From an optimization exercise on the open Yosys and OpenROAD flow, aimed at small area; shortcuts taken in it are not production practice. Only simulation tests tie the RTL to the original design; equivalence was not proved. Power figures rest on the tool's default switching activity, not on a simulated workload.

==> flow/design.v (excerpt) <==
module inst_fetch_queue
#(
  parameter int unsigned QUEUE_DEPTH = 16,
  parameter logic [31:0] RESET_PC    = 32'h0
) (
  input  logic                  clk_in,
  input  logic                  rst_in,
  input  logic                  rdy_in,
  output logic                  mem_req_valid,
  output logic [31:0]           mem_req_addr,
  input  logic                  mem_resp_valid,
  input  logic [inst_fetch_queue_pkg::DATA_WIDTH-1:0] mem_resp_data,
  output logic                  inst_valid,
  output logic [inst_fetch_queue_pkg::DATA_WIDTH-1:0] inst_out,
  output logic [31:0]           inst_pc_out,
  output logic [31:0]           inst_pred_pc_out,
  input  logic                  inst_deq,
  input  logic                  flush_in,
  input  logic [31:0]           flush_pc_in
);
For scale: ~580 flip-flops, about 200 I/O pins.
==> module fetch_fifo, before the edit <==
module fetch_fifo
#(
  parameter int unsigned Depth = 16
) (
  input  logic                                        clk_in,
  input  logic                                        rst_in,
  input  logic                                        clear_i,
  input  logic                                        enq_i,
  input  logic                                        deq_i,
  input  logic [inst_fetch_queue_pkg::DATA_WIDTH-1:0] enq_data_i,
  output logic                                        valid_o,
  output logic                                        full_o,
  output logic [inst_fetch_queue_pkg::DATA_WIDTH-1:0] head_o,
  output logic                                        head_jal_o
);
  localparam int unsigned W = inst_fetch_queue_pkg::DATA_WIDTH;
  localparam int unsigned PtrW = $clog2(Depth);
  logic [(Depth-1)*W-1:0] mem_q;     
  logic [W-1:0]           head_q;    
  logic                   head_jal_q;  
  logic [PtrW-1:0]        last_q;    
  logic                   valid_q;
  logic [Depth-1:0]       pos;       
  logic                   one_or_less;
  logic                   mem_enq;
  logic [W-1:0]           mem_out, head_d;
  always_comb begin
    for (int i = 0; i < Depth; i++) begin
      pos[i] = valid_q & (last_q == PtrW'(i));
    end
  end
  assign one_or_less = ~valid_q | (last_q == '0);
  assign mem_enq     = enq_i & valid_q & ~(deq_i & pos[0]);
  always_ff @(posedge clk_in) begin
    if (mem_enq) begin
      mem_q <= {mem_q[(Depth-2)*W-1:0], enq_data_i};
    end
  end
  always_comb begin
    mem_out = '0;
    for (int i = 0; i < Depth - 1; i++) begin
      mem_out = mem_out | (mem_q[i*W +: W] & {W{pos[i+1]}});
    end
  end
  assign head_d = mem_out | (enq_data_i & {W{one_or_less}});
  always_ff @(posedge clk_in) begin
    if (deq_i | (enq_i & ~valid_q)) begin
      head_q     <= head_d;
      head_jal_q <= inst_fetch_queue_pkg::is_jal(head_d);
    end
  end
  always_ff @(posedge clk_in or negedge rst_in) begin
    if (!rst_in) begin
      last_q  <= '0;
      valid_q <= 1'b0;
    end else if (clear_i) begin
      last_q  <= '0;
      valid_q <= 1'b0;
    end else if (enq_i & ~deq_i) begin
      last_q  <= valid_q ? last_q + PtrW'(1) : '0;
      valid_q <= 1'b1;
    end else if (deq_i & ~enq_i) begin
      last_q  <= last_q - PtrW'(1);
      valid_q <= last_q != '0;
    end
  end
  assign head_o     = head_q;
  assign head_jal_o = head_jal_q;
  assign valid_o = valid_q;
  assign full_o  = pos[Depth-1];
endmodule
==> module inst_fetch_queue, before the edit <==
module inst_fetch_queue
#(
  parameter int unsigned QUEUE_DEPTH = 16,
  parameter logic [31:0] RESET_PC    = 32'h0
) (
  input  logic                  clk_in,
  input  logic                  rst_in,
  input  logic                  rdy_in,
  output logic                  mem_req_valid,
  output logic [31:0]           mem_req_addr,
  input  logic                  mem_resp_valid,
  input  logic [inst_fetch_queue_pkg::DATA_WIDTH-1:0] mem_resp_data,
  output logic                  inst_valid,
  output logic [inst_fetch_queue_pkg::DATA_WIDTH-1:0] inst_out,
  output logic [31:0]           inst_pc_out,
  output logic [31:0]           inst_pred_pc_out,
  input  logic                  inst_deq,
  input  logic                  flush_in,
  input  logic [31:0]           flush_pc_in
);
  logic            wait_q;    
  logic            drop_q;    
  logic [31:0]     pc_q;      
  logic [31:0]     head_pc_q;
  logic            valid, full;
  logic            clear, enq, deq;
  logic [31:0]     npc, head_npc;
  logic [inst_fetch_queue_pkg::DATA_WIDTH-1:0] head;
  logic            head_jal;
  assign clear    = rdy_in & flush_in;
  assign enq      = rdy_in & wait_q & mem_resp_valid & ~flush_in;
  assign deq      = rdy_in & inst_deq & valid & ~flush_in;
  assign npc      = inst_fetch_queue_pkg::predict_npc(pc_q, mem_resp_data,
                                                    inst_fetch_queue_pkg::is_jal(mem_resp_data));
  assign head_npc = inst_fetch_queue_pkg::predict_npc(head_pc_q, head, head_jal);
  always_ff @(posedge clk_in or negedge rst_in) begin
    if (!rst_in) begin
      wait_q <= 1'b0;
      drop_q <= 1'b0;
    end else if (rdy_in) begin
      if (wait_q) begin
        wait_q <= ~flush_in & ~mem_resp_valid;
        drop_q <= flush_in & ~mem_resp_valid;
      end else if (drop_q) begin
        drop_q <= ~mem_resp_valid;
      end else begin
        wait_q <= ~flush_in & ~full;
      end
    end
  end
  always_ff @(posedge clk_in or negedge rst_in) begin
    if (!rst_in) begin
      pc_q <= RESET_PC;
    end else if (clear) begin
      pc_q <= flush_pc_in;
    end else if (enq) begin
      pc_q <= npc;
    end
  end
  always_ff @(posedge clk_in or negedge rst_in) begin
    if (!rst_in) begin
      head_pc_q <= RESET_PC;
    end else if (clear) begin
      head_pc_q <= flush_pc_in;
    end else if (deq) begin
      head_pc_q <= head_npc;
    end
  end
  fetch_fifo #(
    .Depth(QUEUE_DEPTH)
  ) u_fetch_fifo (
    .clk_in    (clk_in),
    .rst_in    (rst_in),
    .clear_i   (clear),
    .enq_i     (enq),
    .deq_i     (deq),
    .enq_data_i(mem_resp_data),
    .valid_o   (valid),
    .full_o    (full),
    .head_o    (head),
    .head_jal_o(head_jal)
  );
  assign mem_req_valid    = wait_q;
  assign mem_req_addr     = pc_q;
  assign inst_valid       = valid;
  assign inst_out         = head;
  assign inst_pc_out      = head_pc_q;
  assign inst_pred_pc_out = head_npc;
endmodule
clock: 5.5 ns
lec_check: 0
cap_margin: 20
core_margin: 2
core_utilization: 65
slew_margin: 20
standard.sh (not shown) runs the stock make flow with config.mk's settings and CLKGATE_MAP_FILE= SYNTH_SCRIPT=/design/flow/synth_recipe.tcl, a recipe that flattens the netlist after the stock synthesis.
==> flow/flow/run.sh <==
#!/bin/bash
# The standard layout (the standard.sh, standard synthesis unchanged), with two changes:
# the port buffers are the smallest buffer cell, and clock tree synthesis builds the tree from
# clkbuf_8 cells in small clusters and adds no dummy loads.
set -euo pipefail
bash standard.sh finish \
  "BUFFER_PORTS_ARGS=-buffer_cell sky130_fd_sc_hd__buf_1" \
  "CTS_ARGS=-sink_clustering_enable -repair_clock_nets -buf_list sky130_fd_sc_hd__clkbuf_8 -sink_clustering_size 20 -sink_clustering_max_diameter 50 -dont_use_dummy_load" \
  > standard.log 2>&1
Next try:
--- a/flow/design.v
+++ b/flow/design.v
@@ -35,18 +35,18 @@
   output logic                                        valid_o,
   output logic                                        full_o,
   output logic [inst_fetch_queue_pkg::DATA_WIDTH-1:0] head_o,
   output logic                                        head_jal_o
 );
-  localparam int unsigned W = inst_fetch_queue_pkg::DATA_WIDTH;
+  localparam int unsigned W    = inst_fetch_queue_pkg::DATA_WIDTH;
   localparam int unsigned PtrW = $clog2(Depth);
-  logic [(Depth-1)*W-1:0] mem_q;     
-  logic [W-1:0]           head_q;    
-  logic                   head_jal_q;  
-  logic [PtrW-1:0]        last_q;    
+  logic [(Depth-1)*W-1:0] mem_q;        
+  logic [W-1:0]           head_q;       
+  logic                   head_jal_q;   
+  logic [PtrW-1:0]        last_q;       
   logic                   valid_q;
-  logic [Depth-1:0]       pos;       
+  logic [Depth-1:0]       pos;          
   logic                   one_or_less;
   logic                   mem_enq;
   logic [W-1:0]           mem_out, head_d;
   always_comb begin
     for (int i = 0; i < Depth; i++) begin
@@ -88,12 +88,12 @@
       valid_q <= last_q != '0;
     end
   end
   assign head_o     = head_q;
   assign head_jal_o = head_jal_q;
-  assign valid_o = valid_q;
-  assign full_o  = pos[Depth-1];
+  assign valid_o    = valid_q;
+  assign full_o     = pos[Depth-1];
 endmodule
 module inst_fetch_queue
 #(
   parameter int unsigned QUEUE_DEPTH = 16,
   parameter logic [31:0] RESET_PC    = 32'h0
@@ -150,15 +150,13 @@
       pc_q <= flush_pc_in;
     end else if (enq) begin
       pc_q <= npc;
     end
   end
-  always_ff @(posedge clk_in or negedge rst_in) begin
-    if (!rst_in) begin
-      head_pc_q <= RESET_PC;
-    end else if (clear) begin
-      head_pc_q <= flush_pc_in;
+  always_ff @(posedge clk_in) begin
+    if (!valid) begin
+      head_pc_q <= pc_q;
     end else if (deq) begin
       head_pc_q <= head_npc;
     end
   end
   fetch_fifo #(
Outcome:
- routed wire length decreases by 5.3%
- count of clock-buffer cells in the layout is unchanged
- clock skew increases by 0.038 ns
- total power decreases by 4.1%
- core utilization increases by 0.30 points
- cell count decreases by 6.9%

== branch onyx ==
Another version of the RTL of inst_fetch_queue (not shown whole).
Size in the first run: roughly 0.025 sq mm of cells after synthesis.
==> module fetch_fifo, before the edit <==
module fetch_fifo
#(
  parameter int unsigned Depth = 16
) (
  input  logic                                        clk_in,
  input  logic                                        rst_in,
  input  logic                                        clear_i,
  input  logic                                        enq_i,
  input  logic                                        deq_i,
  input  logic [inst_fetch_queue_pkg::DATA_WIDTH-1:0] enq_data_i,
  output logic                                        valid_o,
  output logic                                        full_o,
  output logic [inst_fetch_queue_pkg::DATA_WIDTH-1:0] head_o
);
  localparam int unsigned W = inst_fetch_queue_pkg::DATA_WIDTH;
  logic [(Depth-1)*W-1:0] mem_q;     
  logic [W-1:0]           head_q;    
  logic [Depth-1:0]       pos_q;     
  logic                   valid_q;
  logic                   one_or_less;
  logic                   mem_enq;
  logic [W-1:0]           mem_out, head_d;
  assign one_or_less = ~|pos_q[Depth-1:1];
  assign mem_enq     = enq_i & valid_q & ~(deq_i & pos_q[0]);
  always_ff @(posedge clk_in) begin
    if (mem_enq) begin
      mem_q <= {mem_q[(Depth-2)*W-1:0], enq_data_i};
    end
  end
  always_comb begin
    mem_out = '0;
    for (int i = 0; i < Depth - 1; i++) begin
      mem_out = mem_out | (mem_q[i*W +: W] & {W{pos_q[i+1]}});
    end
  end
  assign head_d = mem_out | (enq_data_i & {W{one_or_less}});
  always_ff @(posedge clk_in) begin
    if (deq_i | (enq_i & ~valid_q)) begin
      head_q <= head_d;
    end
  end
  always_ff @(posedge clk_in or negedge rst_in) begin
    if (!rst_in) begin
      pos_q   <= '0;
      valid_q <= 1'b0;
    end else if (clear_i) begin
      pos_q   <= '0;
      valid_q <= 1'b0;
    end else if (enq_i & ~deq_i) begin
      pos_q   <= {pos_q[Depth-2:0], ~valid_q};
      valid_q <= 1'b1;
    end else if (deq_i & ~enq_i) begin
      pos_q   <= {1'b0, pos_q[Depth-1:1]};
      valid_q <= ~pos_q[0];
    end
  end
  assign head_o  = head_q;
  assign valid_o = valid_q;
  assign full_o  = pos_q[Depth-1];
endmodule
clock: 5.5 ns
lec_check: 0
cap_margin: 20
core_margin: 2
core_utilization: 40
slew_margin: 20
run.sh (not shown) runs the stock make flow with config.mk's settings and CLKGATE_MAP_FILE= SYNTH_SCRIPT=/design/flow/synth_recipe.tcl, a recipe that flattens the netlist after the stock synthesis.
Stock flow here: none of the scripts above is used.
branch onyx finished end to end and its layout was clean on timing, DRC and antenna.
Input changes introduced in branch indigo (baseline for comparison: branch onyx):
--- a/flow/design.v
+++ b/flow/design.v
@@ -21,56 +21,43 @@
   input  logic [inst_fetch_queue_pkg::DATA_WIDTH-1:0] enq_data_i,
   output logic                                        valid_o,
   output logic                                        full_o,
   output logic [inst_fetch_queue_pkg::DATA_WIDTH-1:0] head_o
 );
   localparam int unsigned W = inst_fetch_queue_pkg::DATA_WIDTH;
-  logic [(Depth-1)*W-1:0] mem_q;     
-  logic [W-1:0]           head_q;    
-  logic [Depth-1:0]       pos_q;     
-  logic                   valid_q;
-  logic                   one_or_less;
-  logic                   mem_enq;
-  logic [W-1:0]           mem_out, head_d;
-  assign one_or_less = ~|pos_q[Depth-1:1];
-  assign mem_enq     = enq_i & valid_q & ~(deq_i & pos_q[0]);
+  logic [Depth*W-1:0] mem_q;
+  logic [Depth-1:0]   head_q;    
+  logic               valid_q;
   always_ff @(posedge clk_in) begin
-    if (mem_enq) begin
-      mem_q <= {mem_q[(Depth-2)*W-1:0], enq_data_i};
-    end
-  end
-  always_comb begin
-    mem_out = '0;
-    for (int i = 0; i < Depth - 1; i++) begin
-      mem_out = mem_out | (mem_q[i*W +: W] & {W{pos_q[i+1]}});
-    end
-  end
-  assign head_d = mem_out | (enq_data_i & {W{one_or_less}});
-  always_ff @(posedge clk_in) begin
-    if (deq_i | (enq_i & ~valid_q)) begin
-      head_q <= head_d;
+    if (enq_i) begin
+      mem_q <= {mem_q[(Depth-1)*W-1:0], enq_data_i};
     end
   end
   always_ff @(posedge clk_in or negedge rst_in) begin
     if (!rst_in) begin
-      pos_q   <= '0;
+      head_q  <= '0;
       valid_q <= 1'b0;
     end else if (clear_i) begin
-      pos_q   <= '0;
+      head_q  <= '0;
       valid_q <= 1'b0;
     end else if (enq_i & ~deq_i) begin
-      pos_q   <= {pos_q[Depth-2:0], ~valid_q};
+      head_q  <= {head_q[Depth-2:0], ~valid_q};
       valid_q <= 1'b1;
     end else if (deq_i & ~enq_i) begin
-      pos_q   <= {1'b0, pos_q[Depth-1:1]};
-      valid_q <= ~pos_q[0];
+      head_q  <= {1'b0, head_q[Depth-1:1]};
+      valid_q <= ~head_q[0];
     end
   end
-  assign head_o  = head_q;
+  always_comb begin
+    head_o = '0;
+    for (int i = 0; i < Depth; i++) begin
+      head_o = head_o | (mem_q[i*W +: W] & {W{head_q[i]}});
+    end
+  end
   assign valid_o = valid_q;
-  assign full_o  = pos_q[Depth-1];
+  assign full_o  = head_q[Depth-1];
 endmodule
 module inst_fetch_queue
 #(
   parameter int unsigned QUEUE_DEPTH = 16,
   parameter logic [31:0] RESET_PC    = 32'h0
 ) (
Layout checks on branch indigo: not met. Flow itself completed; violations: negative setup slack.
Diff branch onyx -> branch indigo | net count reported at finish | increase of about 11%
branch indigo vs branch onyx: synthesized cell count down by a few percent
Final worst hold slack on branch indigo is ahead of branch onyx.
Area added between synthesis and finish (lower): branch onyx
Routed wire length in branch indigo is about 4.4% above branch onyx.

## port drivers added, routing unchanged
The results above use ideal ports. As a check the final layouts listed here were re-extracted and re-timed, cells and wires unchanged.
Step 1 sets driving cells, clkbuf_16 on the clock port and buf_2 on the other inputs (assumed; they add their load-dependent delay and slew).
Step 2, shift: input delay + t, output delay - t, t = (earliest + latest rising clock arrival at the registers) / 2. This alone moves slack from input paths to output paths.
Three values: ideal ports, drivers, drivers and shift; two values: the first two.
run	shift t [ns]	slack for setup (ns)	worst hold slack (ns)	worst setup path after step 2	pins driven straight from the clock port
the first run of note 1	0.689	0.371 / 0.316 / 0.847	0.396 / 0.396 / 0.396	input to register	1
the second run of note 1	0.668	0.261 / 0.209 / 0.592	0.405 / 0.405 / 0.405	input to register	1
branch onyx	0.682	0.095 / 0.038 / 0.205	0.425 / 0.396 / 0.438	input to register	1
branch indigo	0.653	-0.326 / -0.384 / 0.014	0.435 / 0.399 / 0.442	input to register	1
